Background: an optimization exercise with open tools, aiming at small area. Do not read the settings as production practice. Only simulation tests tie the RTL to the original design; equivalence was not proved. Power and IR drop assume default switching activity.

File: flow/design.v
module piece_move_ctl #(
   parameter bit CANCEL_ON_SRC = 1'b1
) (
   input  logic       clk,
   input  logic       rst_n,
   input  logic [5:0] mouse_position,
   input  logic       pick_piece,
   input  logic       place_piece,
   input  logic [5:0] draw_square,
   output logic [3:0] draw_piece,
   output logic       held_valid,
   output logic [3:0] held_piece,
   output logic       move_valid,
   output logic [5:0] move_src,
   output logic [5:0] move_dst,
   output logic [3:0] move_captured,
   input  logic       move_ready,
   input  logic       rx_move_valid,
   input  logic [5:0] rx_src,
   input  logic [5:0] rx_dst,
   output logic       rx_move_ready,
   output logic       turn
);
   typedef enum logic [2:0] {
      S_IDLE, S_PICK, S_HOLD, S_PLACE, S_REPORT
   } state_t;
   state_t     r_state;
   state_t     w_state_nxt;
   logic [3:0] r_board [64];
   logic [5:0] r_src;
   logic [5:0] r_dst;
   logic [3:0] r_held_piece;
   logic [5:0] r_move_src;
   logic [5:0] r_move_dst;
   logic [3:0] r_move_captured;
   logic [3:0] r_draw_piece;
   logic [3:0] w_mouse_code;
   logic       w_turn_ok;
   logic       w_rx_fire;
   logic       w_pick_fire;
   logic       w_cancel;
   logic       w_same_colour;
   logic       w_place_go;
   function automatic logic [3:0] start_code(input logic [5:0] sq);
      logic [2:0] back_type;
      case (sq[2:0])
         3'd0, 3'd7: back_type = 3'd4;
         3'd1, 3'd6: back_type = 3'd2;
         3'd2, 3'd5: back_type = 3'd3;
         3'd3:       back_type = 3'd5;
         default:    back_type = 3'd6;
      endcase
      case (sq[5:3])
         3'd0:    start_code = {1'b1, back_type};
         3'd1:    start_code = 4'h9;
         3'd6:    start_code = 4'h1;
         3'd7:    start_code = {1'b0, back_type};
         default: start_code = 4'h0;
      endcase
   endfunction
   assign w_mouse_code  = r_board[mouse_position];
   assign w_rx_fire     = rx_move_valid && (r_state == S_IDLE);
   assign w_pick_fire   = (r_state == S_IDLE) && !rx_move_valid && pick_piece &&
                          (w_mouse_code != 4'h0) && w_turn_ok;
   assign w_cancel      = CANCEL_ON_SRC && (mouse_position == r_src);
   assign w_same_colour = (w_mouse_code != 4'h0) && (w_mouse_code[3] == r_held_piece[3]);
   assign w_place_go    = (r_state == S_HOLD) && place_piece && !w_cancel && !w_same_colour;
   logic r_turn;
   always_ff @(posedge clk or negedge rst_n) begin
      if (!rst_n)
         r_turn <= 1'b0;
      else if (w_rx_fire || (r_state == S_PLACE))
         r_turn <= ~r_turn;
   end
   assign turn      = r_turn;
   assign w_turn_ok = (w_mouse_code[3] == r_turn);
   always_ff @(posedge clk or negedge rst_n) begin
      if (!rst_n)
         r_state <= S_IDLE;
      else
         r_state <= w_state_nxt;
   end
   always_comb begin
      w_state_nxt = r_state;
      case (r_state)
         S_IDLE:   if (w_pick_fire) w_state_nxt = S_PICK;
         S_PICK:   w_state_nxt = S_HOLD;
         S_HOLD: begin
            if (place_piece) begin
               if (w_cancel)
                  w_state_nxt = S_IDLE;
               else if (!w_same_colour)
                  w_state_nxt = S_PLACE;
            end
         end
         S_PLACE:  w_state_nxt = S_REPORT;
         S_REPORT: if (move_ready) w_state_nxt = S_IDLE;
         default:  w_state_nxt = S_IDLE;
      endcase
   end
   always_ff @(posedge clk or negedge rst_n) begin
      if (!rst_n) begin
         for (int i = 0; i < 64; i++)
            r_board[i] <= start_code(6'(i));
      end else if (w_rx_fire) begin
         if (rx_src != rx_dst) begin
            r_board[rx_dst] <= r_board[rx_src];
            r_board[rx_src] <= 4'h0;
         end
      end else if (r_state == S_PLACE) begin
         r_board[r_dst] <= r_held_piece;
         r_board[r_src] <= 4'h0;
      end
   end
   always_ff @(posedge clk or negedge rst_n) begin
      if (!rst_n) begin
         r_src           <= 6'd0;
         r_dst           <= 6'd0;
         r_held_piece    <= 4'h0;
         r_move_src      <= 6'd0;
         r_move_dst      <= 6'd0;
         r_move_captured <= 4'h0;
         r_draw_piece    <= 4'h0;
      end else begin
         r_draw_piece <= r_board[draw_square];
         if (w_pick_fire)
            r_src <= mouse_position;
         if (r_state == S_PICK)
            r_held_piece <= r_board[r_src];
         if (w_place_go)
            r_dst <= mouse_position;
         if (r_state == S_PLACE) begin
            r_move_src      <= r_src;
            r_move_dst      <= r_dst;
            r_move_captured <= r_board[r_dst];
         end
      end
   end
   assign draw_piece    = r_draw_piece;
   assign held_valid    = (r_state == S_HOLD);
   assign held_piece    = r_held_piece;
   assign move_valid    = (r_state == S_REPORT);
   assign move_src      = r_move_src;
   assign move_dst      = r_move_dst;
   assign move_captured = r_move_captured;
   assign rx_move_ready = (r_state == S_IDLE);
endmodule
File: flow/run.sh
#!/bin/bash
# synth_recipe.tcl (not shown) runs the flow's synth.tcl, then flattens the netlist and writes it again
# the make line also repeats each setting of config.mk as NAME=value (left out here)
make -C /OpenROAD-flow-scripts/flow DESIGN_CONFIG=/design/flow/config.mk WORK_HOME=/design/flow/orfs CLKGATE_MAP_FILE= SYNTH_SCRIPT=/design/flow/synth_recipe.tcl finish
File: flow/config.mk
export PLATFORM = sky130hd
export DESIGN_NAME = piece_move_ctl
export DESIGN_NICKNAME = piece_move_ctl
export VERILOG_FILES = /design/flow/design.v
export SDC_FILE = /design/flow/constraint.sdc
export NUM_CORES = 4
export LEC_CHECK = 0
export CAP_MARGIN = 20
export CORE_MARGIN = 2
export CORE_UTILIZATION = 20
export PLACE_DENSITY = 0.35
export SLEW_MARGIN = 20
File: flow/constraint.sdc
create_clock -name core_clock -period 7.0 [get_ports {clk}]
set_input_delay 1.4000 -clock core_clock [delete_from_list [all_inputs] [get_ports {clk}]]
set_output_delay 1.4000 -clock core_clock [all_outputs]
set_load 0.01 [all_outputs]
==> summary.md <==
| Metric | Value |
|---|---|
| Crit path launch type | `primary input` |
| Multi-input logic area | `16,600 µm²` |
| IO Pins | `58` |
| Register area | `7480 µm²` |
| CP required | `~7600 ps` |
| Post-CTS Setup Inserts | `0` |
| DR WL/cell | `62.1 µm` |
| Die X-Extent | `about 360 µm` |
| Gr usage total | `48.2%` |
| Crit Path Max Fanout | `33` |
| Cts hold-fix bufs | `0` |
| Final worst slack | `1580 ps` |
| H-tree levels | `2` |
| Post-synth EDFFs | `0` |
| Leakage | `11.0 nW` |
| Die Y | `356 µm` |
| Final instance area | `roughly 31,000 µm²` |
| Asr flop ratio synth | `100%` |
| Unrepaired setup endpoints after global routing | `no` |
| Die Area | `127,000 µm²` |
| CTS tree | `built` |
| Ys Warns | `2` |
| Worst IR Drop VDD | `0.323 mV` |
| IO Port Bufs | `57` |
| Mapped Cells | `between 3,000 and 4,000` |
| Hold crit path type | `reg2reg` |
| Mapped Avg Cell Area | `roughly 8.1 µm²` |
| Clk buf depth | `3` |
| Final setup violating endpoints | `0` |
| HPWL Detailed | `232 mm` |
| Clock period minus worst slack | `5420 ps` |
| Residual DRC | `0` |
| Synth top area cells | `dfrtp_1 24%, a22oi_1 8.9%, o22a_1 6.1%` |
| CP arrival | `5980 ps` |
| Core area | `123,000 µm²` |
| Dpl ws | `1010 ps` |
| Final net count | `~3,300` |
| Reg clk slew, reported paths | `approximately 60 ps` |
| Setup TNS | `0 ps` |
| Syn Std Cell Area | `between 20,000 and 25,000 µm²` |
| Synth cell types | `83` |
| Largest net degree at the start of global routing | `119` |
| Vias in the first global route | `32,100` |
| Routed wire length | `roughly 310 mm` |
| Gr ovfl total | `0` |
| Initial antenna violation count | `101` |
| Syn-to-layout area delta | `26.8%` |
| Filler cell count | `13,600` |
| Post-CTS sizing | `0` |
| Initial Utilization | `20.1%` |
| Placer Congestion | `around 1.1` |
| CTS Buf Count | `between 40 and 50` |
| DP Area | `29,800 µm²` |
| Top_reg_cell synth | `dfrtp_1` |
| Mapped Nets | `a little over 3,000` |
| Rows | `between 100 and 150` |
| Max Clk Rate | `between 150 and 200 MHz` |
| Worst-Skew Late Latency | `670 ps` |
| Hold Crit Depth | `2` |
| Status | `no timing/DRC/antenna violations` |
| CP Class | `in2reg` |
| Most common cell in the netlist | `nand2_1` |
| Skew final | `52.7 ps` |
| Layout cells sized above 1 | `between 10% and 20%` |
| Critical Path End Type | `flop` |
| Fraction of post-synthesis cell area in the top cell type by area | `approximately 24%` |
| Routed vias | `roughly 37,000` |
| DR iter-0 viols | `between 6,000 and 7,000` |
| CTS root buf | `clkbuf_16` |
| First-pass GRT wire length | `391 mm` |
| Remaining antenna violation count after routing | `0` |
| Leading area contributor after synthesis | `dfrtp_1` |
| Clock Sinks | `a little under 300` |
| Pre-antenna DRT Iters | `7` |
| Max-slew violations | `0` |
| Worst rel slew slack | `7.67%` |
| Via/cell ratio | `7.21` |
| MaxCap Viol Count | `0` |
| Worst Tran Pin Value | `approximately 1400 ps` |
| Register bit total from synthesis | `296` |
| Worst reg-to-reg path cell count | `8` |
| Post-synth top cells | `313 x nand2_1, 296 x a22oi_1, 253 x o21ai_0` |
| Final Cycle Share | `slightly below 80%` |
| Final Hold Vio Count | `0` |
| Sequential element share of the synthesized area | `30.1%` |
| PD cells | `~570 nW/µm²` |
==> logic make-up (layout without fill, tap and decap cells) <==
logic type,Yosys count,after routing,share of synthesized area [%]
other cells,0,81,0
flops,296,296,30.1
xor+xnor,15,15,0.529
simple gates,990,990,19.7
mux,74,74,3.44
compound gates,1430,1430,42.0
buf+inv,254,540,4.18
==> metrics by stage <==
stage / utilization [%] / total power [mW] / hold WS, ps / instances
2_1_floorplan: - / 6.53 / 464 / 3059
3_3_place_gp: 24.1 / 14.3 / 469 / 4902
3_5_place_dp: 24.1 / 14.2 / 472 / 4906
4_1_cts: 25.3 / 16.6 / 488 / 4982
5_1_grt: 25.4 / 17.3 / 501 / 5005
6_report: 25.5 / 17.9 / 481 / 5063
==> sequential cells by signal (all words and copies together) (netlist names) <==
signal / flops
r_dst: 6
r_board: 256
r_draw_piece: 4
r_held_piece: 4
r_move_captured: 4
r_state: 3
r_move_dst: 6
r_src: 6
r_move_src: 6
r_turn: 1
==> cells in the final DEF, fill, tap and decap left out, types with 23 or more instances in the layout <==
cell,synthesis,layout
nor2_1,214,181
clkdlybuf4s50_1,0,46
nand3_1,104,104
nor3_1,63,62
nand3b_1,23,23
nor2b_1,38,37
o21ai_1,31,34
nand2b_1,26,26
mux2_2,40,40
o21a_1,86,86
dfrtp_1,240,240
clkbuf_16,0,42
nand4_1,74,74
o311ai_1,41,39
a31oi_1,26,26
o22a_1,174,174
a221oi_1,57,57
nor2_2,0,33
buf_4,9,380
a21oi_1,106,106
a22o_1,51,51
o221ai_1,86,86
diode_2,0,81
mux2i_1,29,29
o21bai_1,40,38
dfstp_2,56,56
nand2_1,313,308
o21ai_0,253,250
a22oi_1,296,296
==> critical path: stages <==
cell,delay [ps]
clkdlybuf4s50_1,790
buf_4,380
nand4bb_1,470
nor2_1,150
a32o_1,240
or4_1,460
or4_1,540
a2111oi_1,300
buf_4,240
o21bai_4,270
buf_12,280
o221ai_1,180
o21a_1,170
==> layer usage <==
| metal | routed length, µm | vias to the layer above | GRT usage, % |
|---|---|---|---|
| li1 | - | 12900 | - |
| met1 | 124000 | 18700 | 58.7 |
| met2 | 119000 | 3691 | 62.8 |
| met3 | 40800 | 1148 | 23.9 |
| met4 | 30100 | 24 | 38.6 |
| met5 | 259 | - | 2.04 |
==> worst paths after layout <==
| check | to | startpoint | slack [ps] |
|---|---|---|---|
| max | r_board[13][1] | rx_src[2] | 1580 |
| min | r_board[16][2] | r_board[16][2] | 480 |
| max reg2reg | r_move_captured[2] | r_dst[5] | 2220 |
| min reg2reg | r_board[16][2] | r_board[16][2] | 480 |
| max in group asynchronous | r_board[37][0] | rst_n | 4900 |
| min in group asynchronous | r_board[35][2] | rst_n | 770 |
==> area by class of cell <==
cell class,instances,share of cell area [%]
tap,1637,6.51
multi-input combinational,2509,52.8
antenna,81,0.644
timing repair buffer,448,11.4
clock inverter,23,1.03
clock buffer,53,3.66
inverter,16,0.191
sequential,296,23.8
==> report_power, final <==
group / internal, mW / leakage [nW] / switching [mW]
clock network: 1.36 / 0.723 / 0.997
logic: 2.46 / 6.67 / 8.04
registers: 2.57 / 3.63 / 2.43

[re-timing with driven ports]
No port has a modelled driver above. Below, the same layout with a new extraction and two added sets of constraints. Step 1 assumes that a clkbuf_16 drives the clock port and a buf_2 every other input. Step 2 times the ports against the registers' clock, not the clock port: input delays grow and output delays shrink by t, the midpoint of the rising clock arrivals with the driver on. Slacks: ideal ports / drivers / drivers and shift; pairs: ideal ports / drivers.
t, ns: 0.728
setup slack, ns: 1.580 / 1.635 / 0.907
hold WS [ns]: 0.481 / 0.481 / 0.481
After both steps setup and hold are still met in this run. For this run, drivers alone change the setup slack by +0.055 ns; drivers and shift together by -0.673 ns.
